Source: an optimization exercise on an open RTL-to-GDS flow (aim: small area, a short achievable clock period and few clock cycles per item). Production flows keep margins and buffers that such runs may drop.
In this exercise RTL edits were held to simulation tests only and were not proved equivalent to the original.

==> flow/design.v <==
`default_nettype none
package trit_dma_pkg;
    typedef logic [128-1:0] mword_t;
    typedef logic [28-1:0] maddr_t;
    typedef logic [32-1:0] sword_t;
    typedef logic [3-1:0] saddr_t;
    typedef logic [1:0] trit_t;
    typedef logic [2*27-1:0] trit_row_t;
    typedef logic [63:0] tick_t;
    typedef enum logic [1:0] {
        IDLE,
        LOAD,
        STORE,
        DONE
    } seq_state_t;
endpackage
`default_nettype wire
`timescale 1ns/1ps
`default_nettype none
module read_master (
    input  wire [28-4:0] i_base,
    input  wire                   i_carry,
    output logic [28-4:0] o_addr
);
    assign o_addr = i_base + (28-3)'(i_carry);
endmodule
`default_nettype wire
`timescale 1ns/1ps
`default_nettype none
module trit_dma_top (
    input  wire                       i_clk,
    input  wire                       i_arst,
    output logic                      o_finish_int,
    input  wire                       i_slave_write,
    input  wire                       i_slave_read,
    input  trit_dma_pkg::saddr_t      i_slave_address,
    input  trit_dma_pkg::sword_t      i_slave_writedata,
    input  wire [32/8-1:0]   i_slave_byteenable,
    output trit_dma_pkg::sword_t      o_slave_readdata,
    output logic                      o_slave_waitrequest,
    output logic                      o_slave_readdatavalid,
    output trit_dma_pkg::maddr_t      o_master_address,
    output logic                      o_master_read,
    output logic                      o_master_write,
    output trit_dma_pkg::mword_t      o_master_writedata,
    output logic [16-1:0]      o_master_byteenable,
    input  wire                       i_master_waitrequest,
    input  trit_dma_pkg::mword_t      i_master_readdata,
    input  wire                       i_master_readdatavalid
);
    localparam int DEPTH = 2;           
    localparam int PTR_W = (DEPTH > 1) ? $clog2(DEPTH) : 1;
    localparam int NB    = 16;
    localparam int LASTW = 6 - 1;
    trit_dma_pkg::sword_t src_reg;
    trit_dma_pkg::sword_t dst_reg;
    trit_dma_pkg::tick_t  tick_cnt;
    logic                 busy;
    logic                 finish;
    logic                 first;      
    logic                 start;
    assign o_slave_waitrequest   = 1'b0;
    assign o_slave_readdatavalid = i_slave_read;
    assign o_finish_int          = finish;
    assign start = i_slave_write && (i_slave_address == 3'd0) &&
                   i_slave_byteenable[0] && i_slave_writedata[1];
    always_ff @(posedge i_clk or posedge i_arst) begin
        if (i_arst) begin
            src_reg <= '0;
            dst_reg <= '0;
        end else if (i_slave_write) begin
            for (int i = 0; i < 32/8; i++) begin
                if (i_slave_byteenable[i]) begin
                    if (i_slave_address == 3'd1) src_reg[8*i +: 8] <= i_slave_writedata[8*i +: 8];
                    if (i_slave_address == 3'd2) dst_reg[8*i +: 8] <= i_slave_writedata[8*i +: 8];
                end
            end
        end
    end
    always_ff @(posedge i_clk or posedge i_arst) begin
        if (i_arst) begin
            tick_cnt <= '0;
        end else if (first) begin
            tick_cnt <= '0;
        end else if (busy) begin
            tick_cnt <= tick_cnt + 1'b1;
        end
    end
    always_comb begin
        case (i_slave_address)
            3'd0:      o_slave_readdata = {30'd0, busy, finish};
            3'd1:     o_slave_readdata = src_reg;
            3'd2:     o_slave_readdata = dst_reg;
            3'd3: o_slave_readdata = tick_cnt[31:0];
            3'd4: o_slave_readdata = tick_cnt[63:32];
            default:         o_slave_readdata = '0;
        endcase
    end
    logic [2:0]       rd_idx;     
    logic [2:0]       wr_idx;     
    logic [1:0]       avail;      
    logic [1:0]       cred;       
    logic             rd_q;
    logic             wr_q;
    logic             rd_acc;
    logic             wr_acc;
    logic             last_wr;
    logic [2:0]       rd_idx_n;
    logic [2:0]       wr_idx_n;
    logic [1:0]       avail_n;
    logic [1:0]       cred_n;
    logic             room_n;
    logic             rd_n;
    logic             wr_n;
    logic             byp;        
    logic             byp_ok;     
    logic             wr_cur;     
    logic             addr_wr;    
    logic [2:0]           addr_lo;    
    logic                 addr_cy;    
    logic [28-4:0] addr_hi_src;
    logic [28-4:0] addr_hi_dst;
    assign o_master_read       = rd_q;
    assign byp                 = byp_ok && i_master_readdatavalid;
    assign wr_cur              = wr_q || byp;
    assign o_master_write      = wr_cur;
    assign rd_acc              = rd_q && !i_master_waitrequest;
    assign wr_acc              = wr_cur && !i_master_waitrequest;
    assign last_wr             = wr_acc && (wr_idx == 3'(LASTW));
    assign o_master_byteenable = {16{1'b1}};
    read_master src_hi_i (.i_base(src_reg[28-1:3]), .i_carry(addr_cy), .o_addr(addr_hi_src));
    read_master dst_hi_i (.i_base(dst_reg[28-1:3]), .i_carry(addr_cy), .o_addr(addr_hi_dst));
    assign o_master_address    = {addr_wr ? addr_hi_dst : addr_hi_src, addr_lo};
    assign rd_idx_n = rd_idx + 3'(rd_acc);
    assign wr_idx_n = wr_idx + 3'(wr_acc);
    assign avail_n  = avail + 2'(i_master_readdatavalid) - 2'(wr_acc);
    assign cred_n   = cred - 2'(rd_acc) + 2'(wr_acc);
    assign room_n   = (rd_idx_n != 3'(LASTW + 1)) && (cred_n != 2'd0);
    assign rd_n     = (rd_q && i_master_waitrequest) ||
                      (!(wr_cur && i_master_waitrequest) && room_n);
    assign wr_n     = (wr_cur && i_master_waitrequest) ||
                      (!(rd_q && i_master_waitrequest) && !room_n && (avail_n != 2'd0));
    always_ff @(posedge i_clk) begin
        addr_wr <= !start && !rd_n;
        if (start) begin
            {addr_cy, addr_lo} <= {1'b0, src_reg[2:0]};
        end else if (!rd_n) begin
            {addr_cy, addr_lo} <= {1'b0, dst_reg[2:0]} + {1'b0, wr_idx_n};
        end else begin
            {addr_cy, addr_lo} <= {1'b0, src_reg[2:0]} + {1'b0, rd_idx_n};
        end
    end
    always_ff @(posedge i_clk or posedge i_arst) begin
        if (i_arst) begin
            busy   <= 1'b0;
            finish <= 1'b0;
            first  <= 1'b0;
            rd_q   <= 1'b0;
            wr_q   <= 1'b0;
            rd_idx <= '0;
            wr_idx <= '0;
            avail  <= '0;
            cred   <= '0;
            byp_ok <= 1'b0;
        end else begin
            first <= start;
            if (start) begin
                busy   <= 1'b1;
                finish <= 1'b0;
                rd_q   <= 1'b1;
                wr_q   <= 1'b0;
                rd_idx <= '0;
                wr_idx <= '0;
                avail  <= '0;
                cred   <= 2'(DEPTH);
                byp_ok <= 1'b0;
            end else begin
                rd_idx <= rd_idx_n;
                wr_idx <= wr_idx_n;
                avail  <= avail_n;
                cred   <= cred_n;
                byp_ok <= busy && !last_wr && !rd_n && !wr_n && (avail_n == 2'd0);
                if (last_wr) begin
                    busy   <= 1'b0;
                    finish <= 1'b1;
                    rd_q   <= 1'b0;
                    wr_q   <= 1'b0;
                end else if (busy) begin
                    rd_q <= rd_n;
                    wr_q <= wr_n;
                end
            end
        end
    end
    logic [2*NB-1:0]  buf_q [DEPTH];
    logic [DEPTH-1:0] rx_sel;     
    logic [DEPTH-1:0] wr_sel;     
    logic             tail_ok;    
    always_ff @(posedge i_clk or posedge i_arst) begin
        if (i_arst) begin
            rx_sel  <= DEPTH'(1);
            wr_sel  <= DEPTH'(1);
            tail_ok <= 1'b1;
        end else if (start) begin
            rx_sel  <= DEPTH'(1);
            wr_sel  <= DEPTH'(1);
            tail_ok <= 1'b1;
        end else begin
            if (i_master_readdatavalid) rx_sel <= {rx_sel[DEPTH-2:0], rx_sel[DEPTH-1]};
            if (wr_acc) begin
                wr_sel  <= {wr_sel[DEPTH-2:0], wr_sel[DEPTH-1]};
                tail_ok <= (wr_idx != 3'(LASTW - 1));
            end
        end
    end
    always_ff @(posedge i_clk) begin
        for (int e = 0; e < DEPTH; e++) begin
            if (i_master_readdatavalid && rx_sel[e]) begin
                for (int j = 0; j < NB; j++) buf_q[e][2*j +: 2] <= i_master_readdata[8*j +: 2];
            end
        end
    end
    always_comb begin
        logic [1:0] t;
        for (int j = 0; j < NB; j++) begin
            t = '0;
            for (int e = 0; e < DEPTH; e++) begin
                if (wr_sel[e] && (j == 0 || e != (LASTW % DEPTH) || tail_ok)) t = t | buf_q[e][2*j +: 2];
            end
            if (byp_ok) t = (j == 0 || tail_ok) ? i_master_readdata[8*j +: 2] : 2'b00;
            o_master_writedata[8*j +: 8] = {{6{t[1]}}, t};
        end
    end
endmodule
`default_nettype wire
clock: 5.0 ns
lec_check: 0
cap_margin: 20
core_margin: 2
core_utilization: 65
cts_cluster_diameter: 100
cts_cluster_size: 25
setup_slack_margin: 2.0
slew_margin: 20
synth_hierarchical: 1
tns_end_percent: 0
standard.sh (not shown) runs the stock make flow with config.mk's settings and CLKGATE_MAP_FILE= SYNTH_SCRIPT=/design/flow/synth_recipe.tcl, a recipe that flattens the netlist after the stock synthesis.
==> flow/flow/run.sh <==
#!/bin/bash
set -euo pipefail
cd "$(dirname "$0")/.."
bash standard.sh BUFFER_PORTS_ARGS="-buffer_cell sky130_fd_sc_hd__buf_1" finish > standard_flow.log 2>&1
Testbench counts at the start, summed over its fixed seeds: cycles 5,659, transfers 320.
Next try:
--- a/flow/design.v
+++ b/flow/design.v
@@ -24,4 +24,36 @@
 );
     assign o_addr = i_base + (28-3)'(i_carry);
+endmodule
+`default_nettype wire
+`timescale 1ns/1ps
+`default_nettype none
+module tick_group4 (
+    input  wire [3:0]  i_count,
+    input  wire        i_carry,
+    input  wire        i_clear,
+    output logic [3:0] o_count,
+    output logic       o_ones
+);
+    logic [3:0] c;
+    assign c[0]    = i_carry;
+    assign c[1]    = c[0] & i_count[0];
+    assign c[2]    = c[1] & i_count[1];
+    assign c[3]    = c[2] & i_count[2];
+    assign o_count = (i_count ^ c) & {4{!i_clear}};
+    assign o_ones  = &i_count;
+endmodule
+module tick_prefix16 (
+    input  wire [15:0]  i_ones,
+    input  wire         i_carry,
+    output logic [15:0] o_carry
+);
+    always_comb begin
+        logic run;
+        run = i_carry;
+        for (int k = 0; k < 16; k++) begin
+            o_carry[k] = run;
+            run        = run & i_ones[k];
+        end
+    end
 endmodule
 `default_nettype wire
@@ -78,11 +110,19 @@
         end
     end
+    trit_dma_pkg::tick_t tick_nx;
+    logic [15:0]         tick_ones;
+    logic [15:0]         tick_carry;
+    tick_prefix16 tick_pfx_i (.i_ones(tick_ones), .i_carry(busy), .o_carry(tick_carry));
+    for (genvar k = 0; k < 16; k++) begin : g_tick
+        tick_group4 tick_grp_i (
+            .i_count(tick_cnt[4*k +: 4]), .i_carry(tick_carry[k]), .i_clear(first),
+            .o_count(tick_nx[4*k +: 4]), .o_ones(tick_ones[k])
+        );
+    end
     always_ff @(posedge i_clk or posedge i_arst) begin
         if (i_arst) begin
             tick_cnt <= '0;
-        end else if (first) begin
-            tick_cnt <= '0;
-        end else if (busy) begin
-            tick_cnt <= tick_cnt + 1'b1;
+        end else begin
+            tick_cnt <= tick_nx;
         end
     end
@@ -129,7 +169,7 @@
     assign last_wr             = wr_acc && (wr_idx == 3'(LASTW));
     assign o_master_byteenable = {16{1'b1}};
-    read_master src_hi_i (.i_base(src_reg[28-1:3]), .i_carry(addr_cy), .o_addr(addr_hi_src));
-    read_master dst_hi_i (.i_base(dst_reg[28-1:3]), .i_carry(addr_cy), .o_addr(addr_hi_dst));
-    assign o_master_address    = {addr_wr ? addr_hi_dst : addr_hi_src, addr_lo};
+    assign addr_hi_src         = addr_wr ? dst_reg[28-1:3] : src_reg[28-1:3];
+    read_master hi_i (.i_base(addr_hi_src), .i_carry(addr_cy), .o_addr(addr_hi_dst));
+    assign o_master_address    = {addr_hi_dst, addr_lo};
     assign rd_idx_n = rd_idx + 3'(rd_acc);
     assign wr_idx_n = wr_idx + 3'(wr_acc);
Outcome: Wire length decreases by 11%; global-route usage decreases by 1.6 points; cell count decreases by about 16%; sequential cell count stays the same; setup slack gains 0.0053 ns; utilization increases by 1.1 points; worst hold slack barely changes; sequential share of layout area increases by 2.8 points; die area decreases by about 7%; area after synthesis decreases by about 7%; clock skew increases by 0.0084 ns.
Testbench counts after the change, summed over its fixed seeds: cycles 5,659, transfers 320.

afterwards: timing with drivers on the ports:
No port has a modelled driver above. Below, the same layouts with a new extraction and two added sets of constraints.
Step 1 assumes that a clkbuf_16 drives the clock port and a buf_2 every other input.
Step 2 also shifts input and output timing later by t, the mid clock arrival at the registers, as if the neighbouring blocks saw the same clock.
a / b / c = ideal ports / drivers / drivers and shift; a / b = the first two.
run	shift t [ns]	setup WS [ns]	worst setup path after step 2	clock arrival spread, ns	pins driven straight from the clock port
the first run	0.526	1.660 / 1.611 / 1.390	input to register	0.023 / 0.023	1
the second run	0.518	1.666 / 1.626 / 1.448	input to register	0.024 / 0.023	1
After both steps every run listed still meets setup and hold. The setup slack of the first run, which loses most, moves by -0.049 ns with the drivers and by -0.270 ns with both steps.
